This is an optimization exercise on Yosys and OpenROAD, whose aim is small area, a short achievable clock period and few clock cycles per item, not a production implementation.
RTL that was checked went through simulation tests only; none was proved equivalent to the original.
Only the layout flow was run in run 1; the RTL was not checked for function there.

==> flow/design.v (outline; a module is shown in full before it is edited, if it fits) <==
// module pe_requant: 1198 lines
// module pe_requant_fa: 10 lines
// module pe_requant_ha: 9 lines
module pe_requant #(
    parameter int ACC_W  = 32,
    parameter int MULT_W = 16,
    parameter int CNT_W  = 16
) (
    input  logic              clk,
    input  logic              rst_n,
    input  logic              in_valid,
    output logic              in_ready,
    input  logic [ACC_W-1:0]  in_acc,
    input  logic [ACC_W-1:0]  in_bias,
    input  logic              in_last,
    output logic              out_valid,
    input  logic              out_ready,
    output logic [7:0]        out_data,
    output logic              out_last,
    input  logic              cfg_we,
    input  logic [MULT_W-1:0] cfg_mult,
    input  logic [4:0]        cfg_shift,
    input  logic [7:0]        cfg_zp,
    output logic              busy,
    output logic [CNT_W-1:0]  out_count
);
  // ...
==> flow/flow/run.sh <==
#!/bin/bash
# Standard layout, with plain buffers (not delay buffers) on the ports and a
# clock tree without dummy loads.
export BUFFER_PORTS_ARGS="-buffer_cell sky130_fd_sc_hd__buf_1"
export CTS_ARGS="-sink_clustering_enable -repair_clock_nets -dont_use_dummy_load -sink_clustering_size 30 -buf_list {sky130_fd_sc_hd__clkbuf_4 sky130_fd_sc_hd__clkbuf_8}"
bash standard.sh > standard.log 2>&1
==> flow/standard.sh <==
#!/bin/bash
# synth_recipe.tcl (not shown) runs the flow's synth.tcl, then flattens the netlist and writes it again
# the make line also repeats each setting of config.mk as NAME=value (left out here)
make -C /OpenROAD-flow-scripts/flow DESIGN_CONFIG=/design/flow/config.mk WORK_HOME=/design/flow/orfs CLKGATE_MAP_FILE= SYNTH_SCRIPT=/design/flow/synth_recipe.tcl "${@:-finish}"
==> flow/config.mk <==
export PLATFORM = sky130hd
export DESIGN_NAME = pe_requant
export DESIGN_NICKNAME = pe_requant
export VERILOG_FILES = /design/flow/design.v
export SDC_FILE = /design/flow/constraint.sdc
export NUM_CORES = 4
export LEC_CHECK = 0
export ABC_CLOCK_PERIOD_IN_PS = 4400
export CAP_MARGIN = 20
export CORE_MARGIN = 2
export CORE_UTILIZATION = 55
export CTS_BUF_LIST = sky130_fd_sc_hd__clkbuf_4 sky130_fd_sc_hd__clkbuf_8
export CTS_CLUSTER_SIZE = 30
export SETUP_SLACK_MARGIN = 5.0
export SLEW_MARGIN = 20
export SYNTH_HIERARCHICAL = 1
export SYNTH_MINIMUM_KEEP_SIZE = 0
==> flow/constraint.sdc <==
create_clock -name core_clock -period 9.0 [get_ports {clk}]
set_input_delay 1.8000 -clock core_clock [delete_from_list [all_inputs] [get_ports {clk}]]
set_output_delay 1.8000 -clock core_clock [all_outputs]
set_load 0.01 [all_outputs]
==> impl_metrics.yaml, run 1 <==
yosys:
  yosys.area.top_type: "fa_1"
  syn_inst: 2384
  yosysTopAreaCellShare_pct: 20.0
  post-synth-top-count-cell: "xnor2_1"
  async_flop_share_pct: 23.1
  synth_compound_area_share_pct: 20.8
  synthXorXnorAreaFrac_pct: 11.7
finish:
  reg_top3: "s2_x (49), s2_y (48), h_dat (36)"
  seq_cell_count: 242
  mostFrequentLayoutCell: "xnor2_1"
  num-nonclk-buffers: 170
  final-seq-area_sq_mm: 0.00523
  multi_input_gates: 1860
  inv_count: 85
  most-common-layout-cells: "xnor2_1, fa_1, a22oi_1, dfxtp_1, buf_1"
  area_share_nonclk_buffers_pct: 4.08
  top_register: "s2_x"
grt:
  grt_pass1_vias: 19100
  antenna_found_initial: 0
  use_met3_pct: 7.29
  gr-usage-met1_pct: 43.8
routing:
  drt-pass1-iter-count: 6
  drt_wl_total_um: 74100
setup_path:
  crit_start: "in_valid"
  crit_chain: "buf_1 > or2_4 > buf_6"
  path_delay_family: "simple AND/OR/NAND/NOR gates"
  path_max_fanout: 2
  path_depth: 3
  r2r-start: "s2_y[18]$_DFF_P_"
  crit_buf_inv: 2
placed_design:
  place_hpwl_um: 48800
hold_path:
  hp-class: "reg -> reg"
  holdPathEnd: "s2_last$_DFF_P_"
sta:
  setup_ws_ns: 4.97
  fin_setup_tns_ns: 0
  finalCriticalPeriod_ns: 4.03
clock_tree:
  cts_tree: "built"
  root_buffer: "clkbuf_8"
status:
  outcome: "no timing/DRC/antenna violations"
==> inputs of run 2 (changes only) <==
--- a/flow/design.v
+++ b/flow/design.v
@@ -20,19 +20,18 @@
     input  logic [7:0]        cfg_zp,
     output logic              busy,
     output logic [CNT_W-1:0]  out_count
 );
     localparam int SUM_W = ACC_W + 1;    
     localparam int W     = 49;           
     localparam int NDIG  = 9;            
     localparam int NH    = 4;            
-    logic [MULT_W-1:0] cfg_mult_q;
-    logic [NDIG-1:0] bone;                
-    logic [NDIG-2:0] btwo, bneg;          
+    logic [NDIG-1:0] bone;
+    logic [NDIG-2:0] btwo, bneg;
     logic [4:0]      cfg_shift_q;
     logic [7:0]      cfg_zp_q;
     logic        s1_vld, s2_vld, r3_vld;
     logic        s1_last, s2_last;
     logic        room_q;                  
     logic        any_q;                   
     logic        in_fire, pop, cfg_apply;
     assign in_ready  = room_q || out_ready;
@@ -1156,37 +1155,43 @@
             s1_vld <= in_fire;
             s2_vld <= s1_vld;
             r3_vld <= s2_vld;
             h_vld  <= nh_vld;
             fl_q   <= fl_nxt;
         end
     end
     logic [17:0] mx;
-    assign mx = {2'b00, cfg_mult_q};
+    logic [NDIG-1:0] bone_n;
+    logic [NDIG-2:0] btwo_n, bneg_n;
+    assign mx = {2'b00, cfg_mult};
     always_comb begin
         for (int j = 0; j < NDIG; j++) begin
             logic m2, m1, m0;
             m2 = mx[2*j+1];
             m1 = mx[2*j];
             m0 = (j == 0) ? 1'b0 : mx[2*j-1];
-            bone[j] = m1 ^ m0;
+            bone_n[j] = m1 ^ m0;
             if (j < NDIG - 1) begin
-                btwo[j] = (m2 & ~m1 & ~m0) | (~m2 & m1 & m0);
-                bneg[j] = m2 & ~(m1 & m0);
+                btwo_n[j] = (m2 & ~m1 & ~m0) | (~m2 & m1 & m0);
+                bneg_n[j] = m2 & ~(m1 & m0);
             end
         end
     end
     always_ff @(posedge clk or negedge rst_n) begin
         if (!rst_n) begin
-            cfg_mult_q  <= MULT_W'(1);
+            bone        <= NDIG'(1);         
+            btwo        <= '0;
+            bneg        <= '0;
             cfg_shift_q <= 5'd0;
             cfg_zp_q    <= 8'd0;
         end else if (cfg_apply) begin
-            cfg_mult_q  <= cfg_mult;
+            bone        <= bone_n;
+            btwo        <= btwo_n;
+            bneg        <= bneg_n;
             cfg_shift_q <= cfg_shift;
             cfg_zp_q    <= cfg_zp;
         end
     end
     always_ff @(posedge clk or negedge rst_n) begin
         if (!rst_n) begin
             out_count <= '0;
         end else if (cfg_apply) begin
==> flow/flow/run.sh (replaced) <==
#!/bin/bash
# Standard layout, with plain buffers (not delay buffers) on the ports, a clock
# tree without dummy loads, and timing repair aimed at a larger setup margin.
export BUFFER_PORTS_ARGS="-buffer_cell sky130_fd_sc_hd__buf_1"
export CTS_ARGS="-sink_clustering_enable -repair_clock_nets -dont_use_dummy_load -sink_clustering_size 24 -sink_clustering_max_diameter 90 -buf_list {sky130_fd_sc_hd__clkbuf_8 sky130_fd_sc_hd__clkbuf_16}"
sed 's/SETUP_SLACK_MARGIN=[0-9.]*/SETUP_SLACK_MARGIN=5.2/' standard.sh > standard_margin.sh
bash standard_margin.sh > standard.log 2>&1
==> impl_metrics.yaml, run 2 <==
finish:
  multi_input_area_sq_mm: 0.0170
  fillers: 3714
  syn2layout_area_growth_pct: 7.27
  layout.cells.non_filler: 2934
  reg_top3: "s2_x (49), s2_y (48), h_dat (36)"
  fin_area_sq_mm: 0.0247
  most-common-layout-cells: "xnor2_1, a22oi_1, fa_1, nand2_1, dfxtp_1"
  mostFrequentLayoutCell: "xnor2_1"
  final_nets: 2846
  fin_util_pct: 59.4
  layout-drive-gt1-share_pct: 8.52
  num_antenna_cells: 0
  final-seq-area_sq_mm: 0.00550
  largest_register_ffs: 49
  top_register: "s2_x"
die:
  die_area_sq_mm: 0.0436
  pin_count: 127
  coreArea_sq_mm: 0.0417
  start_util_pct: 55.3
  fp.dieW_um: 209
  fp-row-count: 75
  die_y_um: 209
yosys:
  synth-seq-cells: 251
  avgSynthCellArea_sq_um: 9.50
  async_flop_share_pct: 25.9
  yosysUniqueCellTypes: 94
  synth_fp_nets: 2877
  synthXorXnorAreaFrac_pct: 12.9
  synth_common_cells: "xnor2_1, a22oi_1, fa_1, clkbuf_1, nand2_1"
  synth_compound_area_share_pct: 20.5
  synth_top_family_by_area: "adder cells"
  synthAdderAreaFrac_pct: 26.5
  muxShareOfSynthArea_pct: 1.38
  post-synth-top-count-cell: "xnor2_1"
  synthFlopType: "dfxtp_1"
  netlist_area_sq_mm: 0.0231
  yosys.area.top_type: "fa_1"
  synthTopCellsByArea: "fa_1, dfxtp_1, xnor2_1"
  synth_edf_count: 9
  ys_seq_area_share_pct: 23.6
  synth_warnings: 10
  yosysTopAreaCellShare_pct: 20.1
  syn_inst: 2428
  yosys.area_share.simple_pct: 10.3
placed_design:
  dp_cells: 2895
  postPlaceCellArea_sq_mm: 0.0236
  gp_congestion: 0.929
  place_hpwl_um: 45200
  io_buffers: 126
run:
  drv_cap: 0
hold_path:
  hp-class: "reg -> reg"
sta:
  min_period_over_period_pct: 43.7
  finalClockSkew_ns: 0.0835
  finalCriticalPeriod_ns: 3.94
  finalHoldViolCount: 0
  slew_violations: 0
  slew_headroom_pct: 33.7
  fin_setup_tns_ns: 0
  setup_violations: 0
  fmax_mhz: 254
  grt_setup_unrepaired: "yes"
  tightest_slew_ns: 0.995
grt:
  antenna_found_initial: 2
  grt_usage_pct: 30.8
  grt_max_degree: 66
  overflow: 0
  grt_pass1_wl_um: 107000
  grt_pass1_vias: 19500
setup_path:
  worst_ep_required_time_ns: 7.20
  path_class: "in -> out"
  start_kind: "input port"
  path_max_fanout: 2
  worst_ep_arrival_time_ns: 2.14
  end_kind: "output pin"
routing:
  drt_iter0_markers: 1598
  ant_nets: 0
  drt_wl_total_um: 67400
  wl_per_cell_um: 23.0
  drt-pass1-iter-count: 6
  viasPerCell: 6.40
  drcViolationCount: 0
  num_vias: 18800
clock_tree:
  htree_levels: 1
  cts_sinks: 251
  path_clk_slew_ns: 0.10
  cts_tree: "built"
  root_buffer: "clkbuf_16"
  insertion_delay_ns: 0.55
  cts_hold_buf: 0
  clockBufferDepth: 3
  numCtsBuffers: 19
status:
  outcome: "no timing/DRC/antenna violations"
-- run 2: changes by cell type after synthesis, sizes merged, moves of 12 or more --
cell    previous run  this run
nand2            109       180
mux2i             55        16
a22oi            230       261
mux2              36         6
a22o              32         3
xnor2            274       302
clkbuf           165       187
nand3             36        18
o21ai             98       114
nor3              34        22
-- run 2: layer usage --
layer  global-route usage, %  share of wire, %  vias to the layer above
met2                    49.4                47                      903
met5                       0             0.016                        -
met1                    41.2                42                     9302
met3                    6.97               9.0                      150
li1                        -                 -                     8431
met4                    10.4               2.7                        2
-- run 2: per-module statistics from Yosys, one instance, submodules excluded --
module	cells inside	times used
pe_requant	2190	1
pe_requant_fa	1	220
pe_requant_ha	1	18
-- run 2: layout make-up --
type,count,area share (%)
clock buffer,19,1.92
tap,539,2.73
inverter,72,1.10
multi-input combinational,1888,68.8
sequential,251,22.2
timing repair buffer,165,3.26
-- run 2: kinds of logic after synthesis --
| logic type | Yosys count |
|---|---|
| mux | 26 |
| compound gates | 671 |
| buf+inv | 289 |
| xor+xnor | 340 |
| fa+ha+maj | 350 |
| flops | 251 |
| simple gates | 501 |
-- run 2: worst paths after layout --
kind / cells past startpoint / to / start / slack (ns)
min: 0 / s2_last$_DFF_P_ / s1_last$_DFF_P_ / 0.33
min reg2reg: 0 / s2_last$_DFF_P_ / s1_last$_DFF_P_ / 0.33
max in group asynchronous: 2 / bone[5]$_DFFE_PN0P_ / rst_n / 6.87
max reg2reg: 6 / s2_x[18]$_DFF_P_ / btwo[2]$_DFFE_PN0P_ / 5.28
max: 3 / in_ready / out_ready / 5.06
min in group asynchronous: 2 / out_count[0]$_DFFE_PN0P_ / rst_n / 1.44
-- run 2: repair_timing --
action                     CTS  global route
cloned                       0             0
buffers inserted             6            14
setup endpoints to repair   53            64
pin swaps                    5            36
gates resized for setup     22            81
-- run 2: per-stage QoR --
stage	setup slack [ns]	hold slack [ns]
2_1_floorplan	5.11	0.310
3_3_place_gp	4.63	0.311
3_5_place_dp	4.55	0.312
4_1_cts	5.06	0.336
5_1_grt	5.05	0.341
6_report	5.06	0.335
-- run 2: worst max-delay path, stage by stage --
cell	delay (ns)
buf_6	0.09
nand2b_4	0.13
buf_6	0.12
Testbench counts of run 2, summed over its fixed seeds: cycles 11,268, items 10,948.

[static timing again, ports no longer ideal]
Ports are ideal in the flow. The routed layouts listed here were re-timed in OpenROAD.
Step 1 sets driving cells, clkbuf_16 on the clock port and buf_2 on the other inputs (assumed; they add their load-dependent delay and slew).
Step 2 also shifts input and output timing later by t, the mid clock arrival at the registers, as if the neighbouring blocks saw the same clock.
a / b / c = ideal / step 1 / step 2; a / b = the first two.
run	t (ns)	setup slack, ns	hold WS [ns]	cell pins on the clock port's net
run 1	0.643	4.969 / 4.947 / 4.573	0.329 / 0.329 / 0.329	1
run 2	0.566	5.063 / 5.029 / 4.689	0.335 / 0.335 / 0.335	1
After both steps every run listed still meets setup and hold. The setup slack of run 1, which loses most, moves by -0.022 ns with the drivers and by -0.396 ns with both steps.
